This is an optimization exercise on Yosys and OpenROAD, whose aim is small area, not a production implementation. Function was checked by simulation only, so behaviour that the tests miss may differ from the original. Power figures rest on the tool's default switching activity, not on a simulated workload.

==> flow/design.v <==
package branch_predictor_pkg;
    typedef enum logic [1:0] {
        BR_NONE = 2'd0,
        BR_EQ   = 2'd1,
        BR_NE   = 2'd2,
        BR_JUMP = 2'd3
    } branch_op_e;
    typedef enum logic [1:0] {
        CNT_SNT = 2'd0,
        CNT_WNT = 2'd1,
        CNT_WT  = 2'd2,
        CNT_ST  = 2'd3
    } cnt_state_e;
endpackage
module sat_counter2
(
    input  logic [1:0] cnt,
    input  logic       up,
    output logic [1:0] next_cnt
);
    always_comb begin
        next_cnt = cnt;
        if (up) begin
            if (cnt != branch_predictor_pkg::CNT_ST) begin
                next_cnt = cnt + 2'd1;
            end
        end else begin
            if (cnt != branch_predictor_pkg::CNT_SNT) begin
                next_cnt = cnt - 2'd1;
            end
        end
    end
endmodule
module bp_hold
#(
    parameter int W = 1
) (
    input  logic         we,
    input  logic         wn,
    input  logic [W-1:0] d,
    input  logic [W-1:0] q,
    output logic [W-1:0] y
);
    assign y = ({W{we}} & d) | ({W{wn}} & q);
endmodule
module bp_aoi222
(
    input  logic [2:0] s,
    input  logic [2:0] d,
    output logic       y_n
);
    assign y_n = ~|(s & d);
endmodule
module bp_rd16
(
    input  logic [15:0] sel,
    input  logic [15:0] d,
    output logic        y
);
    logic [5:0] g_n;
    for (genvar k = 0; k < 5; k++) begin : g_grp
        bp_aoi222 u_grp (.s(sel[3*k+2:3*k]), .d(d[3*k+2:3*k]), .y_n(g_n[k]));
    end
    assign g_n[5] = ~(sel[15] & d[15]);
    assign y = ~&g_n;
endmodule
module branch_predictor
#(
    parameter int IDX_BITS = 4,
    parameter int ADDR_W   = 32,
    parameter int CNT_W    = 16
) (
    input  logic              clk,
    input  logic              rst,
    input  logic [ADDR_W-1:0] f_pc,
    output logic              pred_taken,
    output logic [ADDR_W-1:0] pred_target,
    input  logic              r_valid,
    input  logic [ADDR_W-1:0] r_pc,
    input  logic [1:0]        r_branchop,
    input  logic              r_taken,
    input  logic [ADDR_W-1:0] r_target,
    input  logic              r_pred_taken,
    input  logic [ADDR_W-1:0] r_pred_target,
    output logic              mispredict,
    output logic [ADDR_W-1:0] redirect_pc,
    output logic [CNT_W-1:0]  branch_cnt,
    output logic [CNT_W-1:0]  miss_cnt
);
    localparam int ENTRIES = 1 << IDX_BITS;
    localparam int TAG_W   = ADDR_W - IDX_BITS - 2;
    localparam int ROW_W   = TAG_W + ADDR_W;    
    logic [ENTRIES-1:0] valid_q;
    logic [ROW_W-1:0]   row_q    [ENTRIES];     
    logic [1:0]         cnt_q    [ENTRIES];
    logic [ROW_W-1:0]   row_d    [ENTRIES];
    logic [1:0]         cnt_d    [ENTRIES];
    logic [ENTRIES-1:0] f_sel, r_sel;
    logic [TAG_W-1:0]   f_tag, r_tag;
    logic [ROW_W-1:0]   f_row_rd;
    logic [TAG_W-1:0]   r_tag_rd;
    logic [1:0]         r_cnt_rd;
    logic               f_vld_rd, f_cnt1_rd, r_vld_rd;
    logic               f_hit, r_hit;
    logic               is_branch;
    logic               resolve_ev;
    logic               miss_cond;
    logic [1:0]         cnt_next;
    logic [1:0]         cnt_wdata;
    logic               wr_tt, wr_cnt, wr_clr;
    logic [ENTRIES-1:0] we_tt, we_cnt;
    always_comb begin
        for (int i = 0; i < ENTRIES; i++) begin
            f_sel[i] = (f_pc[IDX_BITS+1:2] == IDX_BITS'(i));
            r_sel[i] = (r_pc[IDX_BITS+1:2] == IDX_BITS'(i));
        end
        f_tag = f_pc[ADDR_W-1:IDX_BITS+2];
        r_tag = r_pc[ADDR_W-1:IDX_BITS+2];
    end
    logic [ENTRIES-1:0] f_col_row [ROW_W];
    logic [ENTRIES-1:0] r_col_tag [TAG_W];
    logic [ENTRIES-1:0] col_cnt0, col_cnt1;
    always_comb begin
        for (int b = 0; b < ROW_W; b++) begin
            for (int i = 0; i < ENTRIES; i++) f_col_row[b][i] = row_q[i][b];
        end
        for (int b = 0; b < TAG_W; b++) begin
            for (int i = 0; i < ENTRIES; i++) r_col_tag[b][i] = row_q[i][ADDR_W+b];
        end
        for (int i = 0; i < ENTRIES; i++) begin
            col_cnt0[i] = cnt_q[i][0];
            col_cnt1[i] = cnt_q[i][1];
        end
    end
    for (genvar b = 0; b < ROW_W; b++) begin : g_frd
        bp_rd16 u_rd (.sel(f_sel), .d(f_col_row[b]), .y(f_row_rd[b]));
    end
    for (genvar b = 0; b < TAG_W; b++) begin : g_rrd
        bp_rd16 u_rd (.sel(r_sel), .d(r_col_tag[b]), .y(r_tag_rd[b]));
    end
    bp_rd16 u_f_vld  (.sel(f_sel), .d(valid_q),  .y(f_vld_rd));
    bp_rd16 u_f_cnt1 (.sel(f_sel), .d(col_cnt1), .y(f_cnt1_rd));
    bp_rd16 u_r_vld  (.sel(r_sel), .d(valid_q),  .y(r_vld_rd));
    bp_rd16 u_r_cnt0 (.sel(r_sel), .d(col_cnt0), .y(r_cnt_rd[0]));
    bp_rd16 u_r_cnt1 (.sel(r_sel), .d(col_cnt1), .y(r_cnt_rd[1]));
    always_comb begin
        f_hit       = f_vld_rd && (f_row_rd[ROW_W-1:ADDR_W] == f_tag);
        pred_taken  = f_hit && f_cnt1_rd;
        pred_target = f_hit ? f_row_rd[ADDR_W-1:0] : f_pc + ADDR_W'(4);
    end
    always_comb begin
        r_hit      = r_vld_rd && (r_tag_rd == r_tag);
        is_branch  = (r_branchop != branch_predictor_pkg::BR_NONE);
        resolve_ev = r_valid && !mispredict;
        if (is_branch) begin
            miss_cond = (r_taken != r_pred_taken) ||
                        (r_taken && (r_target != r_pred_target));
        end else begin
            miss_cond = r_pred_taken;
        end
        wr_tt     = resolve_ev && is_branch && r_taken;
        wr_cnt    = resolve_ev && is_branch && (r_taken || r_hit);
        wr_clr    = resolve_ev && !is_branch && r_hit;
        cnt_wdata = r_hit ? cnt_next :
                    ((r_branchop == branch_predictor_pkg::BR_JUMP) ? branch_predictor_pkg::CNT_ST : branch_predictor_pkg::CNT_WT);
        we_tt     = r_sel & {ENTRIES{wr_tt}};
        we_cnt    = r_sel & {ENTRIES{wr_cnt}};
    end
    sat_counter2 u_sat_counter2 (
        .cnt      (r_cnt_rd),
        .up       (r_taken),
        .next_cnt (cnt_next)
    );
    always_ff @(posedge clk or posedge rst) begin
        if (rst) begin
            mispredict  <= 1'b0;
            redirect_pc <= '0;
            branch_cnt  <= '0;
            miss_cnt    <= '0;
        end else begin
            mispredict <= resolve_ev && miss_cond;
            if (resolve_ev && miss_cond) begin
                redirect_pc <= r_taken ? r_target : r_pc + ADDR_W'(4);
                miss_cnt    <= miss_cnt + CNT_W'(1);
            end
            if (resolve_ev && is_branch) begin
                branch_cnt <= branch_cnt + CNT_W'(1);
            end
        end
    end
    always_ff @(posedge clk or posedge rst) begin
        if (rst) begin
            valid_q <= '0;
        end else begin
            for (int i = 0; i < ENTRIES; i++) begin
                if (r_sel[i] && wr_tt)  valid_q[i] <= 1'b1;
                if (r_sel[i] && wr_clr) valid_q[i] <= 1'b0;
            end
        end
    end
    for (genvar i = 0; i < ENTRIES; i++) begin : g_row
        bp_hold #(.W(ROW_W)) u_row (.we(we_tt[i]), .wn(!we_tt[i]), .d({r_tag, r_target}), .q(row_q[i]), .y(row_d[i]));
        bp_hold #(.W(2))     u_cnt (.we(we_cnt[i]), .wn(!we_cnt[i]), .d(cnt_wdata), .q(cnt_q[i]), .y(cnt_d[i]));
    end
    always_ff @(posedge clk) begin
        for (int i = 0; i < ENTRIES; i++) begin
            row_q[i] <= row_d[i];
            cnt_q[i] <= cnt_d[i];
        end
    end
endmodule
clock: 7.5 ns
lec_check: 0
cap_margin: 20
core_margin: 2
core_utilization: 40
cts_buf_list: sky130_fd_sc_hd__clkbuf_8
cts_cluster_diameter: 60
cts_cluster_size: 18
slew_margin: 20
synth_hierarchical: 1
standard.sh (not shown) runs the stock make flow with config.mk's settings and CLKGATE_MAP_FILE= SYNTH_SCRIPT=/design/flow/synth_recipe.tcl, a recipe that flattens the netlist after the stock synthesis.
==> flow/flow/run.sh <==
#!/bin/bash
set -euo pipefail
export BUFFER_PORTS_ARGS="-buffer_cell sky130_fd_sc_hd__buf_1"
export CTS_ARGS="-sink_clustering_enable -repair_clock_nets -sink_clustering_size 18 -sink_clustering_max_diameter 60 -buf_list sky130_fd_sc_hd__clkbuf_8 -dont_use_dummy_load"
bash standard.sh > standard.log 2>&1
Change:
==> flow/flow/run.sh (replaced) <==
#!/bin/bash
set -euo pipefail
export BUFFER_PORTS_ARGS="-buffer_cell sky130_fd_sc_hd__buf_2"
bash standard.sh > standard.log 2>&1
--- a/flow/config.mk
+++ b/flow/config.mk
@@ -10,6 +10,6 @@
 export CORE_UTILIZATION = 40
 export CTS_BUF_LIST = sky130_fd_sc_hd__clkbuf_8
-export CTS_CLUSTER_DIAMETER = 60
-export CTS_CLUSTER_SIZE = 18
+export CTS_CLUSTER_DIAMETER = 50
+export CTS_CLUSTER_SIZE = 15
 export SLEW_MARGIN = 20
 export SYNTH_HIERARCHICAL = 1
The new run completed with no timing, DRC or antenna violations; count of clock-buffer cells in the layout rises by 36; worst setup slack gains 0.22 ns; area after synthesis does not change; combinational power hardly moves; utilization rises by 1.4 points; power rises by 13%; via count rises by 1.0%; cell count rises by 1.7%; global-route usage stays flat; cell area rises by 3.2%.
Change:
==> flow/flow/run.sh (replaced) <==
#!/bin/bash
set -euo pipefail
export BUFFER_PORTS_ARGS="-buffer_cell sky130_fd_sc_hd__buf_1"
export CTS_ARGS="-sink_clustering_enable -repair_clock_nets -sink_clustering_size 16 -sink_clustering_max_diameter 55 -buf_list sky130_fd_sc_hd__clkbuf_8 -dont_use_dummy_load"
bash standard.sh > standard.log 2>&1
--- a/flow/config.mk
+++ b/flow/config.mk
@@ -10,6 +10,6 @@
 export CORE_UTILIZATION = 40
 export CTS_BUF_LIST = sky130_fd_sc_hd__clkbuf_8
-export CTS_CLUSTER_DIAMETER = 50
-export CTS_CLUSTER_SIZE = 15
+export CTS_CLUSTER_DIAMETER = 55
+export CTS_CLUSTER_SIZE = 16
 export SLEW_MARGIN = 20
 export SYNTH_HIERARCHICAL = 1
Cell area goes down by 2.7%.
Synthesized area stays the same.
Synthesized cell count stays the same.
Change:
==> flow/flow/run.sh (replaced) <==
#!/bin/bash
set -euo pipefail
export BUFFER_PORTS_ARGS="-buffer_cell sky130_fd_sc_hd__buf_1"
bash standard.sh > standard.log 2>&1
--- a/flow/config.mk
+++ b/flow/config.mk
@@ -8,8 +8,8 @@
 export CAP_MARGIN = 20
 export CORE_MARGIN = 2
-export CORE_UTILIZATION = 40
+export CORE_UTILIZATION = 50
 export CTS_BUF_LIST = sky130_fd_sc_hd__clkbuf_8
-export CTS_CLUSTER_DIAMETER = 55
-export CTS_CLUSTER_SIZE = 16
+export CTS_CLUSTER_DIAMETER = 50
+export CTS_CLUSTER_SIZE = 15
 export SLEW_MARGIN = 20
 export SYNTH_HIERARCHICAL = 1
After rerunning:
- worst hold slack is better by 0.0068 ns
- register-to-register slack is worse by 0.13 ns
- clock power rises by 40%
- clock-buffer cell count rises by 19
- cell area rises by 1.9%
- via count rises by 2.7%
- non-clock buffer count rises by 13
- core utilization rises by 12 points
- power rises by 10%
- synthesized cell count stays the same
- setup slack is worse by 0.14 ns
Change:
--- a/flow/config.mk
+++ b/flow/config.mk
@@ -8,5 +8,5 @@
 export CAP_MARGIN = 20
 export CORE_MARGIN = 2
-export CORE_UTILIZATION = 50
+export CORE_UTILIZATION = 40
 export CTS_BUF_LIST = sky130_fd_sc_hd__clkbuf_8
 export CTS_CLUSTER_DIAMETER = 50
Result:
- power went down by 0.85%
- final area rose by 0.55%
- worst setup slack improves by 0.17 ns
- maximum frequency rose by 2.5%
- non-clock buffer count drops by 13
- count of clock-buffer cells in the layout went up by 1
- via count decreases by 2.0%
- cell count increases by 5.7%
- die area rises by 25%
- sequential power is about the same
- wire length fell by 1.9%
Change:
==> flow/flow/run.sh (replaced) <==
#!/bin/bash
set -euo pipefail
export BUFFER_PORTS_ARGS="-buffer_cell sky130_fd_sc_hd__buf_1"
export CTS_ARGS="-sink_clustering_enable -repair_clock_nets -sink_clustering_size 15 -sink_clustering_max_diameter 50 -buf_list sky130_fd_sc_hd__clkbuf_8 -dont_use_dummy_load"
bash standard.sh > standard.log 2>&1
Wire length falls by about 0.4%. Cell area falls by 2.1%. Count of clock-buffer cells in the layout came out lower by 11. Fmax stays flat. First-iteration DRC count went down by 0.54%.

==> port drivers added, routing unchanged <==
The flow's constraints put no driver on any port. The routed layouts listed below were extracted and timed again, unchanged, in two steps.
Step 1 sets driving cells, clkbuf_16 on the clock port and buf_2 on the other inputs (assumed; they add their load-dependent delay and slew).
Step 2 times the ports against the registers' clock, not the clock port: input delays grow and output delays shrink by t, the midpoint of the rising clock arrivals with the driver on.
Three values: no drivers, after step 1, after step 2; two values: the first two.
run	t (ns)	slack for setup (ns)	worst setup path after step 2
the first run	0.780	0.623 / 0.593 / 0.593	input to output
the second run	0.850	0.839 / 0.816 / 0.816	input to output
the third run	0.793	0.663 / 0.634 / 0.634	input to output
the fourth run	0.839	0.519 / 0.496 / 0.496	input to output
the fifth run	0.879	0.688 / 0.659 / 0.659	input to output
the sixth run	0.812	0.695 / 0.666 / 0.666	input to output
After both steps setup and hold are still met in every run listed. The setup slack of the first run, which loses most, moves by -0.030 ns with the drivers and by -0.030 ns with both steps.
